From an optimization exercise on the open Yosys and OpenROAD flow, aimed at small area, a short achievable clock period and few clock cycles; shortcuts taken in it are not production practice.
Function was checked by simulation only, so behaviour that the tests miss may differ from the original.
No activity file was given, so power comes from the tool's default toggle rates.

## flow/design.v

```verilog
package instr_executor_pkg;
  localparam int PTR_W = 5;
  localparam int OP_W  = 32;
  localparam int RES_W = 64;
  typedef enum logic [3:0] {
    ZERO  = 4'd0,
    PASSA = 4'd1,
    PASSB = 4'd2,
    ADD   = 4'd3,
    SUB   = 4'd4,
    MULT  = 4'd5,
    DIV   = 4'd6,
    MOD   = 4'd7
  } opcode_t;
  typedef logic signed [OP_W-1:0]  operand_t;
  typedef logic signed [RES_W-1:0] result_t;
  typedef struct packed {
    opcode_t  opc;
    operand_t op_a;
    operand_t op_b;
  } instruction_t;
  typedef enum logic [1:0] {
    E0  = 2'd0,    
    E1  = 2'd1,    
    IT  = 2'd2,    
    NEG = 2'd3     
  } exec_step_t;
endpackage
import instr_executor_pkg::*;
module instr_div_lz (
  input  logic [31:0] v,
  output logic [5:0]  lz
);
  always_comb begin
    lz = 6'd32;
    for (int i = 0; i < 32; i++)
      if (v[i]) lz = 6'(31 - i);
  end
endmodule
module instr_div_step (
  input  logic [31:0] rem,       
  input  logic [32:0] dsr,       
  output logic        q_hi,
  output logic        q_lo,
  output logic [31:0] rem_next
);
  logic [33:0] t1;
  logic [32:0] t2;
  logic [31:0] r1;
  logic [31:0] d2;
  always_comb begin
    t1       = {2'b00, rem} - {1'b0, dsr};
    q_hi     = ~t1[33];
    r1       = q_hi ? t1[31:0] : rem;
    d2       = dsr[32:1];
    t2       = {1'b0, r1} - {1'b0, d2};
    q_lo     = ~t2[32];
    rem_next = q_lo ? t2[31:0] : r1;
  end
endmodule
import instr_executor_pkg::*;
module instr_executor (
  input  logic               clk,
  input  logic               reset,
  input  logic               start,
  input  logic [PTR_W-1:0]   first_ptr,
  input  logic [PTR_W-1:0]   last_ptr,
  output logic [PTR_W-1:0]   read_pointer,
  input  instr_executor_pkg::instruction_t       instruction_word,
  output logic               res_valid,
  input  logic               res_ready,
  output logic [PTR_W-1:0]   res_pointer,
  output instr_executor_pkg::opcode_t            res_opcode,
  output instr_executor_pkg::result_t            result,
  output logic               div_by_zero,
  output logic               busy,
  output logic               done
);
  logic             busy_q;
  logic             done_q;
  logic             fetch_q;           
  logic [PTR_W-1:0] rd_ptr_q;
  logic [PTR_W-1:0] last_q;
  logic             e_val_q;           
  instr_executor_pkg::exec_step_t es_q;
  logic [3:0]       e_opc_q;
  logic [PTR_W-1:0] e_ptr_q;
  logic             e_last_q;
  logic             swap_q;            
  logic             a_sgn1_q;          
  logic             b_sgn1_q;          
  logic             b_zero_q;          
  logic             neg_q;             
  logic [3:0]       cnt_q;             
  logic             qm1_q;             
  logic [63:0]      a_q;               
  logic [32:0]      b_q;               
  logic             r_val_q;
  logic             r_last_q;
  logic [63:0]      res_q;             
  logic [PTR_W-1:0] r_ptr_q;
  logic [3:0]       r_opc_q;
  logic             r_dbz_q;
  logic is_mul, is_dm, is_div;
  logic st_e0, st_e1, st_it, st_neg;
  always_comb begin
    is_mul = (e_opc_q == MULT);
    is_div = (e_opc_q == DIV);
    is_dm  = (e_opc_q == DIV) || (e_opc_q == MOD);
    st_e0  = (es_q == E0);
    st_e1  = (es_q == E1);
    st_it  = (es_q == IT);
    st_neg = (es_q == NEG);
  end
  logic [31:0] q_cur;
  logic        qm1_cur;
  logic        b_one, b_two, b_neg;
  logic        mul_last;
  always_comb begin
    q_cur   = (st_e0 && swap_q) ? a_q[31:0] : b_q[31:0];
    qm1_cur = st_e0 ? 1'b0 : qm1_q;
    b_one   = q_cur[0] ^ qm1_cur;
    b_two   = (q_cur[1] & ~q_cur[0] & ~qm1_cur) | (~q_cur[1] & q_cur[0] & qm1_cur);
    b_neg   = q_cur[1] & ~(q_cur[0] & qm1_cur);
    if (st_e0) mul_last = swap_q ? a_sgn1_q : b_sgn1_q;
    else       mul_last = (b_q[31:1] == '0) || (b_q[31:1] == '1);
  end
  logic [63:0] bsx;
  logic [63:0] x_op, y_src, y_op, sum;
  logic        inv;
  logic        op_add, op_sub, op_pa, op_pb;
  logic        mul_e0, mul_it, dm_e0;
  logic        sel_xa, sel_xr;
  logic        sel_a, sel_a2, sel_b, sel_b2, sel_r;
  always_comb begin
    bsx    = {{32{b_q[31]}}, b_q[31:0]};
    op_add = st_e0 && (e_opc_q == ADD);
    op_sub = st_e0 && (e_opc_q == SUB);
    op_pa  = st_e0 && (e_opc_q == PASSA);
    op_pb  = st_e0 && (e_opc_q == PASSB);
    mul_e0 = st_e0 && is_mul;
    mul_it = st_it && is_mul;
    dm_e0  = st_e0 && is_dm && !b_zero_q;
    sel_xa = op_add || op_sub || op_pa;
    sel_xr = mul_it;
    sel_a  = dm_e0 || (mul_e0 && !swap_q && b_one) || (mul_it && b_one);
    sel_a2 = (mul_e0 && !swap_q && b_two) || (mul_it && b_two);
    sel_b  = op_add || op_sub || op_pb || (mul_e0 && swap_q && b_one);
    sel_b2 = mul_e0 && swap_q && b_two;
    sel_r  = st_neg;
    inv    = op_sub || (dm_e0 && a_q[63]) || ((mul_e0 || mul_it) && b_neg) || st_neg;
    x_op  = ({64{sel_xa}} & a_q) | ({64{sel_xr}} & res_q);
    y_src = ({64{sel_a}}  & a_q)
          | ({64{sel_a2}} & {a_q[62:0], 1'b0})
          | ({64{sel_b}}  & bsx)
          | ({64{sel_b2}} & {bsx[62:0], 1'b0})
          | ({64{sel_r}}  & res_q);
    y_op  = y_src ^ {64{inv}};
    sum   = x_op + y_op + {63'd0, inv};
  end
  logic [5:0]  lz_a, lz_b;
  logic [5:0]  sh_d;
  logic        q_zero;
  logic [4:0]  sh;
  logic [32:0] dsr_norm;
  logic [31:0] b_mag;
  logic        q_hi, q_lo;
  logic [31:0] rem_next;
  logic [31:0] quo_next;
  instr_div_lz u_lz_a (.v(res_q[31:0]), .lz(lz_a));
  instr_div_lz u_lz_b (.v(b_q[31:0]),   .lz(lz_b));
  instr_div_step u_step (
    .rem      (res_q[31:0]),
    .dsr      (b_q),
    .q_hi     (q_hi),
    .q_lo     (q_lo),
    .rem_next (rem_next)
  );
  always_comb begin
    b_mag    = b_q[31] ? 32'(-b_q[31:0]) : b_q[31:0];
    sh_d     = lz_b - lz_a;
    q_zero   = (lz_a > lz_b);                
    sh       = sh_d[4:0] | 5'd1;             
    dsr_norm = {1'b0, b_q[31:0]} << sh;
    quo_next = {res_q[61:32], q_hi, q_lo};
  end
  logic        res_free;
  logic        step;
  logic        fin;           
  logic        fetch_en;
  logic        xfer;
  logic [63:0] res_d;
  logic [31:0] dm_val;
  logic        div_last;
  always_comb begin
    res_free = !r_val_q || res_ready;
    step     = e_val_q && res_free;
    div_last = (cnt_q == 4'd0);
    dm_val   = is_div ? quo_next : rem_next;
    case (es_q)
      E0:      fin = !(is_mul && !mul_last) && !dm_e0;
      E1:      fin = q_zero;
      IT:      fin = is_mul ? mul_last : (div_last && !neg_q);
      default: fin = 1'b1;
    endcase
    res_d = sum;
    if (st_e1)
      res_d = q_zero ? (is_div ? 64'd0 : a_q) : {32'd0, res_q[31:0]};
    else if (st_it && !is_mul)
      res_d = div_last ? {32'd0, dm_val} : {quo_next, rem_next};
    xfer     = r_val_q && res_ready;
    fetch_en = fetch_q && (!e_val_q || (step && fin));
  end
  always_ff @(posedge clk) begin
    if (reset) begin
      busy_q   <= 1'b0;
      done_q   <= 1'b0;
      fetch_q  <= 1'b0;
      e_val_q  <= 1'b0;
      es_q     <= E0;
      r_val_q  <= 1'b0;
    end else begin
      done_q <= 1'b0;
      if (!busy_q && start) begin
        busy_q  <= 1'b1;
        fetch_q <= 1'b1;
      end
      if (xfer && r_last_q) begin
        busy_q <= 1'b0;
        done_q <= 1'b1;
      end
      if (fetch_en && (rd_ptr_q == last_q)) fetch_q <= 1'b0;
      if (fetch_en)          e_val_q <= 1'b1;
      else if (step && fin)  e_val_q <= 1'b0;
      if (fetch_en || (step && fin)) es_q <= E0;
      else if (step) begin
        case (es_q)
          E0:      es_q <= is_mul ? IT : E1;
          E1:      es_q <= IT;
          IT:      if (!is_mul && div_last) es_q <= NEG;
          default: es_q <= E0;
        endcase
      end
      if (step && fin) r_val_q <= 1'b1;
      else if (xfer)   r_val_q <= 1'b0;
    end
  end
  always_ff @(posedge clk) begin
    if (!busy_q && start) begin
      rd_ptr_q <= first_ptr;
      last_q   <= last_ptr;
    end else if (fetch_en) begin
      rd_ptr_q <= rd_ptr_q + 1'b1;
    end
    if (fetch_en) begin
      e_opc_q  <= instruction_word.opc;
      e_ptr_q  <= rd_ptr_q;
      e_last_q <= (rd_ptr_q == last_q);
      a_q      <= {{32{instruction_word.op_a[31]}}, instruction_word.op_a};
      b_q      <= {instruction_word.op_b[31], instruction_word.op_b};
      a_sgn1_q <= (instruction_word.op_a[31:1] == '0) || (instruction_word.op_a[31:1] == '1);
      b_sgn1_q <= (instruction_word.op_b[31:1] == '0) || (instruction_word.op_b[31:1] == '1);
      b_zero_q <= (instruction_word.op_b == '0);
      swap_q   <= ((instruction_word.op_a[31:15] == '0) || (instruction_word.op_a[31:15] == '1))
               && !((instruction_word.op_b[31:15] == '0) || (instruction_word.op_b[31:15] == '1));
    end else if (step) begin
      if (is_mul) begin
        a_q   <= (st_e0 && swap_q) ? {bsx[61:0], 2'b00} : {a_q[61:0], 2'b00};
        b_q   <= {q_cur[31], q_cur[31], q_cur[31], q_cur[31:2]};
        qm1_q <= q_cur[1];
      end else if (st_e0) begin
        b_q   <= {1'b0, b_mag};
        neg_q <= is_div ? (a_q[63] ^ b_q[31]) : a_q[63];
      end else if (st_e1) begin
        b_q   <= dsr_norm;
        cnt_q <= sh_d[4:1];
      end else if (st_it) begin
        b_q   <= {2'b00, b_q[32:2]};
        cnt_q <= cnt_q - 1'b1;
      end
    end
    if (step) res_q <= res_d;
    if (step && fin) begin
      r_ptr_q  <= e_ptr_q;
      r_opc_q  <= e_opc_q;
      r_dbz_q  <= st_e0 && is_dm && b_zero_q;
      r_last_q <= e_last_q;
    end
  end
  assign read_pointer = rd_ptr_q;
  assign res_valid    = r_val_q;
  assign res_pointer  = r_ptr_q;
  assign res_opcode   = instr_executor_pkg::opcode_t'(r_opc_q);
  assign result       = res_q;
  assign div_by_zero  = r_dbz_q;
  assign busy         = busy_q;
  assign done         = done_q;
endmodule
```

## flow/run.sh

```bash
#!/bin/bash
# synth_recipe.tcl (not shown) runs the flow's synth.tcl, then flattens the netlist and writes it again
# the make line also repeats each setting of config.mk as NAME=value (left out here)
make -C /OpenROAD-flow-scripts/flow DESIGN_CONFIG=/design/flow/config.mk WORK_HOME=/design/flow/orfs CLKGATE_MAP_FILE= SYNTH_SCRIPT=/design/flow/synth_recipe.tcl finish
```

## flow/config.mk

```make
export PLATFORM = sky130hd
export DESIGN_NAME = instr_executor
export DESIGN_NICKNAME = instr_executor
export VERILOG_FILES = /design/flow/design.v
export SDC_FILE = /design/flow/constraint.sdc
export NUM_CORES = 4
export LEC_CHECK = 0
export ABC_CLOCK_PERIOD_IN_PS = 2000
export CAP_MARGIN = 20
export CORE_MARGIN = 2
export CORE_UTILIZATION = 40
export SETUP_SLACK_MARGIN = 5
export SLEW_MARGIN = 20
```

## flow/constraint.sdc

```tcl
create_clock -name core_clock -period 10.0 [get_ports {clk}]
set_input_delay 2.0000 -clock core_clock [delete_from_list [all_inputs] [get_ports {clk}]]
set_output_delay 2.0000 -clock core_clock [all_outputs]
set_load 0.01 [all_outputs]
```

==> metrics.csv, run 1 <==
metric,value,unit
status,no timing/DRC/antenna violations,
Cells after Synth,3009,
largest net degree at the start of global routing,66,
"most used cell, CP",buf_12,
Crit path largest cell delay,0.52,ns
Worst Path Max Fanout,7,
vias in the first global route,27800,
post-route ant nets,0,
Max Cap Violations,0,
"Hold Violations, Final",0,
clock buffer depth,3,
Adder-Cell Fraction of Synth Area,0.0796,
Die W,250,um
Synth Register Bits,209,
max_slew headroom,0.219,
htree depth,1,
utilization after layout,0.584,
TNS Setup,0,ns
global-route wire length before repair,192,mm
simple-gate share of the synthesized area,0.169,
CP endpoint kind,flip-flop,
total grt overflow,0,
Reg area,0.00621,mm2
IO Count,164,
required time worst endpoint,10.35,ns
Fmax,0.168,GHz
initial antenna violation count,7,
Ys Warns,3,
Final Skew,0.0148,ns
leakage power,13.3,nW
nets@finish,3664,
fillers,5284,
Synth Area in XOR/XNOR,0.0744,
Initial Utilization,0.403,
core box area,0.0601,mm2
Setup-failing EPs final,0,
mapped cell area,0.0243,mm2
actual slew at the worst max-slew pin,1.17,ns
layout cells sized above 1,0.305,
unrepaired setup endpoints after global routing,yes,
number of flops mapped to enable cells by yosys,202,
worst hold-check path type,flip-flop to flip-flop,
"Worst Path Class, Setup",flip-flop to flip-flop,
Post-synth ARST share,0,
drt wl/cell,32.0,um
# port buffers,163,
total track usage,0.412,
Die Height,250,um
complex-gate fraction of the synthesized area,0.316,
Slew Limit Fails,0,
Netlist cell types,106,
via count,29100,
multi-input combinational cell area,0.0199,mm2
routability congestion estimate,1.04,
clk root buf,clkbuf_16,
CP arrival,6.31,ns
CTS tree,done,
clock buffer count from CTS,29,
largest family of logic cells by synthesized area,compound AO/OA/AOI/OAI gates,
Post-route DRC,0,
vias per cell,6.86,
"Slowest-stage cell, CP",edfxtp_1,
Initial DRT Pass Iterations,9,
minimum clock period,5.95,ns
Final Cycle Share,0.595,
syn_nets,3243,
clock latency (worst-skew pair),0.60,ns
1st-iter DRT viols,3881,
startpoint types,flip-flop,
drt total wl,136,mm
Rows,90,
clk slew on worst S/H paths,0.06,ns
syn avg cell area,8.06,um2
CTS sink cnt,209,
fraction of synthesized area in multiplexers,0.0496,
Pwr Density,187,mW/mm2
VDD IR max,0.126,mV
sequential area share after synthesis,0.256,
die area,0.0626,mm2
Syn-to-layout area delta,44.9,%
Synth Flop Type,edfxtp_1,
post-DP HPWL,86.8,mm
## power by group
group / internal, mW / switching (mW) / total, mW
logic: 1.87 / 2.33 / 4.20
registers: 1.12 / 0.191 / 1.31
clock network: 0.624 / 0.457 / 1.08
## through the flow
step	worst slack (ns)	instance area, um2	hold slack, ns	total power [mW]	instances
2_1_floorplan	4.59	24500	0.400	3.11	3009
3_3_place_gp	2.44	26600	0.415	3.98	3772
3_5_place_dp	2.37	26600	0.408	3.97	3772
4_1_cts	4.24	33400	0.425	6.07	4164
5_1_grt	3.91	35100	0.432	6.79	4235
6_report	4.05	35100	0.422	6.59	4237
## metal layers
metal | share of wire | GRT usage | wire length, um | vias up
met1 | 0.37 | 0.512 | 50800 | 14100
li1 | - | - | - | 12400
met2 | 0.42 | 0.609 | 56800 | 2069
met4 | 0.081 | 0.277 | 11000 | 10
met3 | 0.12 | 0.131 | 17000 | 569
met5 | 0.00049 | 0 | 66 | -
## placed cells by master (no fill, tap or decap), types with 25 or more instances in the layout
cell type / instances
a21o_1: 72
a21oi_1: 204
a21oi_2: 83
a21oi_4: 31
a221o_1: 40
a222oi_1: 56
a22o_1: 64
a22oi_1: 38
buf_12: 40
buf_16: 30
buf_4: 289
buf_6: 71
clkbuf_16: 33
clkdlybuf4s50_1: 163
edfxtp_1: 202
ha_1: 84
ha_2: 28
ha_4: 36
inv_1: 73
mux2i_1: 66
nand2_1: 322
nand2_2: 28
nand3_1: 45
nand4_1: 54
nor2_1: 139
nor3_1: 36
nor4_1: 28
o211ai_1: 31
o21ai_0: 103
o21ai_1: 109
o21ai_2: 34
o21bai_1: 25
xnor2_1: 151
xor2_1: 42
## registers in the layout (all words and copies together) (netlist names), 2 cells and up
name,flops
cnt_q,4
rd_ptr_q,5
b_q,33
last_q,5
es_q,2
res_q,64
r_opc_q,4
a_q,64
r_ptr_q,5
e_ptr_q,5
e_opc_q,4
## repair_timing
| item | in CTS | in global routing |
|---|---|---|
| hold buffers | 0 | 0 |
| resized for setup | 626 | 242 |
| pin swaps | 228 | 117 |
| setup endpoints to repair | 332 | 331 |
| buffers inserted | 295 | 67 |
| cloned | 43 | 4 |
## logic make-up after synthesis
logic type	count (synthesis)
and+or+nand+nor	855
DFF	209
buffers and inverters	337
AOI/OAI and AO/OA	1138
adders and majority gates	152
xor gates and xnor gates	206
muxes	112
## critical path: cells and delay by family, from the launching register on
family / cells / cell delay [ns]
multiplexers: 1 / 0.32
adder cells (fa/ha/maj): 2 / 0.58
AND/OR/NAND/NOR: 3 / 0.57
buffers and inverters: 7 / 1.16
AO/OA/AOI/OAI: 13 / 2.51
flip-flops: 1 / 0.52
## layout make-up
class | count | share of cell area
inverter | 105 | 0.0126
antenna | 2 | 0.000142
multi-input combinational | 2471 | 0.567
clock inverter | 13 | 0.00417
clock buffer | 41 | 0.0225
sequential | 209 | 0.177
timing repair buffer | 614 | 0.189
tap | 782 | 0.0278
## synth_stat cells (16+ instances only)
cell type	instances	area, um2
buf_2	28	140
a21oi_1	315	1580
o21ai_1	33	165
a211oi_1	32	240
o21ai_0	218	1090
o31ai_1	24	180
ha_1	148	1850
nand4_1	54	338
a21o_1	72	541
or4_1	16	120
o21a_1	24	180
inv_1	102	383
nor2_1	169	634
xnor2_1	160	1400
mux2_2	20	225
o211ai_1	31	233
a22oi_1	39	293
edfxtp_1	202	6070
o22ai_1	19	119
a221o_1	41	410
nand2_1	357	1340
clkbuf_1	165	619
nor4_1	35	219
nand3_1	54	270
a222oi_1	56	561
xor2_1	46	403
buf_1	26	97.6
nor2b_1	24	150
o21bai_1	29	218
nand2b_1	16	100
a22o_1	66	578
nor3_1	52	260
mux2i_1	86	861
## path summary, 6_finish.rpt
path | cells past startpoint | endpoint | from | slack, ns
hold / removal | 0 | r_last_q | e_last_q | 0.42
setup reg to reg | 26 | res_q[0] | res_q[11] | 4.05
hold reg to reg | 0 | r_last_q | e_last_q | 0.42
setup / recovery | 26 | res_q[0] | res_q[11] | 4.05
Testbench counts, summed over its fixed seeds: cycles 61,376.
==> run 2: changes to the inputs <==
--- a/flow/config.mk
+++ b/flow/config.mk
@@ -5,7 +5,7 @@
 export SDC_FILE = /design/flow/constraint.sdc
 export NUM_CORES = 4
 export LEC_CHECK = 0
-export ABC_CLOCK_PERIOD_IN_PS = 2000
+export ABC_CLOCK_PERIOD_IN_PS = 4000
 export CAP_MARGIN = 20
 export CORE_MARGIN = 2
 export CORE_UTILIZATION = 40
==> metrics.csv, run 2 <==
metric,value,unit
"Worst Path Class, Setup",flip-flop to flip-flop,
vias in the first global route,27800,
Post-synth ARST share,0,
Crit path largest cell delay,0.52,ns
Worst Setup SP,res_q[11],
clk slew on worst S/H paths,0.06,ns
CTS sink cnt,209,
htree depth,1,
nets@finish,3664,
worst setup margin,4.05,ns
core box area,0.0601,mm2
"most used cell, CP",buf_12,
Final Skew,0.0148,ns
vias per cell,6.86,
Initial Utilization,0.403,
required time worst endpoint,10.35,ns
Die Height,250,um
most frequent cells in the layout,"322 x nand2_1, 289 x buf_4, 204 x a21oi_1",
post-route ant nets,0,
Post-route DRC,0,
Initial DRT Pass Iterations,9,
Slew Limit Fails,0,
Cells after Synth,3009,
R2R Path End,res_q[0],
Final Cycle Share,0.595,
1st-iter DRT viols,3881,
clock latency (worst-skew pair),0.60,ns
minimum clock period,5.95,ns
Die W,250,um
total grt overflow,0,
CP top delay family,compound AO/OA/AOI/OAI gates,
Max Cap Violations,0,
total track usage,0.412,
sequential area share after synthesis,0.256,
layout cells sized above 1,0.305,
largest net degree at the start of global routing,66,
routability congestion estimate,1.04,
"Hold Violations, Final",0,
most frequent cells after synthesis,"357 x nand2_1, 315 x a21oi_1, 218 x o21ai_0, 202 x edfxtp_1, 169 x nor2_1",
VDD IR max,0.126,mV
CP arrival,6.31,ns
Synth top area share,0.250,
fin area,0.0351,mm2
"Slowest-stage cell, CP",edfxtp_1,
mapped cell area,0.0243,mm2
dpl ws,2.37,ns
FF-to-FF Start,res_q[11],
"commonest non-fill, non-tap cell in the layout",nand2_1,
Pwr Density,187,mW/mm2
Fmax,0.168,GHz
Syn-to-layout area delta,44.9,%
Rows,90,
hold_sp,e_last_q,
drt wl/cell,32.0,um
Placement Cell Area,0.0266,mm2
via count,29100,
R2R cell count,26,
initial antenna violation count,7,
global-route wire length before repair,192,mm
clock buffer count from CTS,29,
actual slew at the worst max-slew pin,1.17,ns
syn_nets,3243,
total power draw,6.59,mW
drt total wl,136,mm
post-DP HPWL,86.8,mm
Ys Warns,3,
CTS tree,done,
worst hold-check path type,flip-flop to flip-flop,
"count leader, synth",nand2_1,
die area,0.0626,mm2
CP endpoint kind,flip-flop,
R2R setup slack,4.05,ns
IO Count,164,
leakage power,13.3,nW
Setup-failing EPs final,0,
Synth Flop Type,edfxtp_1,
clock buffer depth,3,
status,no timing/DRC/antenna violations,
# port buffers,163,
max_slew headroom,0.219,
syn avg cell area,8.06,um2
hold endpoint,r_last_q,
startpoint types,flip-flop,
TNS Setup,0,ns
Synth Register Bits,209,
Hold Path Cell Cnt,0,
worst path bufs/invs,7,
Netlist cell types,106,
Worst Path Max Fanout,7,
synth top area cells,"edfxtp_1 25%, ha_1 7.6%, a21oi_1 6.5%",
biggest regs,"a_q x64, res_q x64, b_q x33",
clk root buf,clkbuf_16,
worst hold slack,0.422,ns
unrepaired setup endpoints after global routing,yes,
leading area contributor after synthesis,edfxtp_1,
number of flops mapped to enable cells by yosys,202,
-- run 2: worst max-delay path by stage --
stage                            to  slack (ns)  cells after the start
after floorplan           res_q[31]        4.59                     24
after global placement     res_q[0]        2.44                     26
after detailed placement   res_q[0]        2.37                     26
after CTS                  res_q[0]        4.24                     29
after global routing       res_q[0]        3.91                     26
final                      res_q[0]        4.05                     26
-- run 2: metal layers --
| metal | up-vias | track usage | wire length [um] |
|---|---|---|---|
| met5 | - | 0 | 66 |
| met4 | 10 | 0.277 | 11000 |
| met3 | 569 | 0.131 | 17000 |
| met2 | 2069 | 0.609 | 56800 |
| met1 | 14100 | 0.512 | 50800 |
| li1 | 12400 | - | - |
-- run 2: worst reg2reg max path: stages (launching register included) --
cell and delay [ns]:
edfxtp_1 0.52, ha_4 0.32, and4_4 0.17, a21o_1 0.19, or3_4 0.34, o31ai_4 0.26
buf_12 0.16, o31ai_4 0.10, a211oi_4 0.27, buf_6 0.19, nor2_4 0.07, buf_12 0.19
clkbuf_16 0.16, mux2_2 0.32, ha_4 0.26, a21oi_1 0.19, o211ai_1 0.16, a221o_1 0.39
a211oi_2 0.20, buf_4 0.16, o21ai_4 0.07, a21boi_4 0.19, buf_12 0.15, buf_12 0.15
a21oi_1 0.06, a311o_1 0.28, a22o_1 0.18
-- run 2: cell families (layout without fill, tap and decap cells) --
logic type,after synthesis,after routing,synth area share
AOI/OAI and AO/OA,1138,1142,0.316
and+or+nand+nor,855,859,0.169
buffers and inverters,337,773,0.0557
DFF,209,209,0.256
xor gates and xnor gates,206,206,0.0744
adders and majority gates,152,152,0.0796
muxes,112,112,0.0496
other,0,2,0
-- run 2: cell type report --
cell class,instances,area (um2)
multi-input cells,2471,19900
diodes,2,5.00
fillers,5284,25000
inverters,105,442
well taps,782,978
clock inverters,13,146
repair buffers,614,6640
flip-flops and latches,209,6210
clock buffers,41,791
-- run 2: metrics by stage --
| stage | instances | utilization |
|---|---|---|
| floorplan | 3009 | - |
| global placement | 3772 | 0.442 |
| detailed placement | 3772 | 0.442 |
| CTS | 4164 | 0.556 |
| global route | 4235 | 0.584 |
| finish | 4237 | 0.584 |
-- run 2: timing repair --
action,CTS,global route
gates cloned,43,4
pin swaps,228,117
setup buffers,295,67
gates resized for setup,626,242
hold buffers,0,0
endpoints found under the setup margin,332,331
endpoints found under the hold margin,0,0
-- run 2: power breakdown --
group          leakage (nW)  internal [mW]  switching (mW)
logic                  10.9           1.87            2.33
clock network         0.445          0.624           0.457
registers              1.97           1.12           0.191
==> run 3: changes to the inputs <==
--- a/flow/config.mk
+++ b/flow/config.mk
@@ -5,9 +5,7 @@
 export SDC_FILE = /design/flow/constraint.sdc
 export NUM_CORES = 4
 export LEC_CHECK = 0
-export ABC_CLOCK_PERIOD_IN_PS = 4000
 export CAP_MARGIN = 20
 export CORE_MARGIN = 2
 export CORE_UTILIZATION = 40
-export SETUP_SLACK_MARGIN = 5
 export SLEW_MARGIN = 20
==> metrics.csv, run 3 <==
metric,value,unit
VDD IR max,0.124,mV
Sw Share,0.462,
Rows,90,
routability congestion estimate,1.05,
Clock power frac,0.213,
syn_nets,3243,
"Worst Path Class, Setup",flip-flop to flip-flop,
Placed Cells,3784,
CTS sink cnt,209,
max_slew headroom,0.219,
unrepaired setup endpoints after global routing,no,
Slew Limit Fails,0,
Pwr Density,187,mW/mm2
Final Skew,0.0271,ns
Initial Utilization,0.403,
clk root buf,clkbuf_16,
leading area contributor after synthesis,edfxtp_1,
via count,25800,
startpoint types,flip-flop,
Cells after Synth,3009,
R2R cell count,22,
drt total wl,115,mm
CP cell instances,inv_1 > ha_1 > and4_1 > a21o_1 > or3_4 > o31ai_4 > o31ai_4 > a211oi_4 > or2_1 > mux2_2 > fa_1 > a211oi_1 > o21ai_0 > a32oi_1 > a21oi_1 > a211oi_1 > o21ai_1 > a21boi_4 > buf_12 > a21oi_1 > a311o_1 > a22o_1,
htree depth,1,
Die W,250,um
Die Height,250,um
worst hold slack,0.427,ns
"Slowest-stage cell, CP",edfxtp_1,
largest net degree at the start of global routing,66,
R2R setup slack,2.13,ns
Synth Flop Type,edfxtp_1,
drt wl/cell,30.1,um
worst hold-check path type,flip-flop to flip-flop,
minimum clock period,7.87,ns
Post-route DRC,0,
core box area,0.0601,mm2
CP endpoint kind,flip-flop,
hold endpoint,r_ptr_q[2],
hold_sp,e_ptr_q[2],
mapped cell area,0.0243,mm2
Crit path largest cell delay,0.69,ns
CP arrival,8.22,ns
fillers,6036,
initial antenna violation count,4,
Worst Path Max Fanout,45,
required time worst endpoint,10.35,ns
# port buffers,163,
most frequent cells in the layout,"355 x nand2_1, 312 x a21oi_1, 218 x o21ai_0",
actual slew at the worst max-slew pin,1.16,ns
most frequent cells after synthesis,"357 x nand2_1, 315 x a21oi_1, 218 x o21ai_0, 202 x edfxtp_1, 169 x nor2_1",
Psw,2.38,mW
Synth top area share,0.250,
R2R Path End,res_q[0],
Fmax,0.127,GHz
Comb pwr share,0.523,
Placement Cell Area,0.0265,mm2
sequential area share after synthesis,0.256,
Pint,2.77,mW
status,no timing/DRC/antenna violations,
"commonest non-fill, non-tap cell in the layout",nand2_1,
synth top area cells,"edfxtp_1 25%, ha_1 7.6%, a21oi_1 6.5%",
global-route wire length before repair,168,mm
"count leader, synth",nand2_1,
"Cell Count, Final, Fillers Out",3836,
Final Cycle Share,0.787,
total track usage,0.356,
total grt overflow,0,
biggest regs,"a_q x64, res_q x64, b_q x33",
Setup-failing EPs final,0,
vias in the first global route,24400,
IO Count,164,
post-cts sizing count,0,
Netlist cell types,106,
post-DP HPWL,88.0,mm
nets@finish,3266,
CTS tree,done,
1st-iter DRT viols,3208,
Reg area,0.00621,mm2
die area,0.0626,mm2
Syn-to-layout area delta,13.4,%
syn avg cell area,8.06,um2
leakage power,10.4,nW
Post-synth ARST share,0,
Sequential Power Share,0.264,
Initial DRT Pass Iterations,13,
"Setup Fix Bufs, Post-CTS",0,
"Hold Violations, Final",0,
clock buffer count from CTS,28,
clk slew on worst S/H paths,0.07,ns
layout cells sized above 1,0.0655,
post-cts hold buffer count,0,
Max Cap Violations,0,
clock buffer depth,3,
Synth Register Bits,209,
multi-input combinational cell area,0.0168,mm2
number of flops mapped to enable cells by yosys,202,
FF-to-FF Start,b_q[9],
Ys Warns,3,
fin area,0.0275,mm2
TNS Setup,0,ns
post-route ant nets,0,
clock latency (worst-skew pair),0.60,ns
vias per cell,6.72,
Hold Path Cell Cnt,0,
-- run 3: through the flow --
step,setup WS (ns),utilization,power (mW)
2_1_floorplan,2.92,-,3.04
3_3_place_gp,2.55,0.441,3.97
3_5_place_dp,2.37,0.441,3.97
4_1_cts,2.31,0.457,5.07
5_1_grt,1.96,0.457,5.39
6_report,2.13,0.457,5.15
-- run 3: power groups by stage --
| stage | Sequential (mW) | Combinational [mW] | Clock [mW] |
|---|---|---|---|
| after global routing | 1.36 | 2.89 | 1.14 |
| after global placement | 1.36 | 2.61 | 0 |
| after CTS | 1.35 | 2.62 | 1.11 |
| final | 1.36 | 2.69 | 1.10 |
| after detailed placement | 1.37 | 2.60 | 0 |
| after floorplan | 1.23 | 1.81 | 0 |
-- run 3: logic make-up (layout without fill, tap and decap cells) --
| family | count (synthesis) | after routing | share of synthesized area |
|---|---|---|---|
| compound gates | 1138 | 1138 | 0.316 |
| xor+xnor | 206 | 206 | 0.0744 |
| fa+ha+maj | 152 | 152 | 0.0796 |
| buf+inv | 337 | 381 | 0.0557 |
| flops | 209 | 209 | 0.256 |
| mux | 112 | 112 | 0.0496 |
| other cells | 0 | 1 | 0 |
| simple gates | 855 | 855 | 0.169 |
-- run 3: area by class of cell --
type                    instances  share of cell area
diodes                          1           0.0000910
clock buffers                  33              0.0269
clock inverters                18             0.00815
inverters                     105              0.0143
multi-input cells            2463               0.612
flip-flops and latches        209               0.226
well taps                     782              0.0356
repair buffers                225              0.0767
-- run 3: per-layer routing --
layer	vias up	track usage	share of wire
li1	11500	-	-
met1	12500	0.484	0.42
met2	1506	0.552	0.43
met3	217	0.0802	0.11
met4	2	0.126	0.041
met5	-	0	0.000095
-- run 3: critical path, delay by kind of cell (launching register included) --
family | cells | cell delay [ns]
mux | 1 | 0.41
compound gates | 14 | 4.18
buf+inv | 2 | 0.49
fa+ha+maj | 2 | 0.85
flops | 1 | 0.69
simple gates | 3 | 0.95
-- run 3: worst max path at each step --
stage	start	endpoint	slack, ns	depth (start not counted)
finish	b_q[9]	res_q[0]	2.13	22
detailed placement	b_q[1]	res_q[0]	2.37	22
CTS	b_q[1]	res_q[0]	2.31	22
global placement	b_q[11]	res_q[0]	2.55	22
floorplan	b_q[0]	a_q[0]	2.92	23
global route	b_q[9]	res_q[0]	1.96	22

afterwards: timing with drivers on the ports:
No port has a modelled driver above. Below, the same layouts with a new extraction and two added sets of constraints.
Step 1 assumes that a clkbuf_16 drives the clock port and a buf_2 every other input.
Step 2 times the ports against the registers' clock, not the clock port: input delays grow and output delays shrink by t, the midpoint of the rising clock arrivals with the driver on.
Three values: ideal ports, drivers, drivers and shift; two values: the first two.
| run | t (ns) | slack for setup (ns) | worst setup path at the end |
|---|---|---|---|
| run 1 | 0.661 | 4.045 / 4.045 / 4.045 | register to register |
| run 2 | 0.661 | 4.045 / 4.045 / 4.045 | register to register |
| run 3 | 0.651 | 2.131 / 2.131 / 2.131 | register to register |
After both steps setup and hold are still met in every run listed.
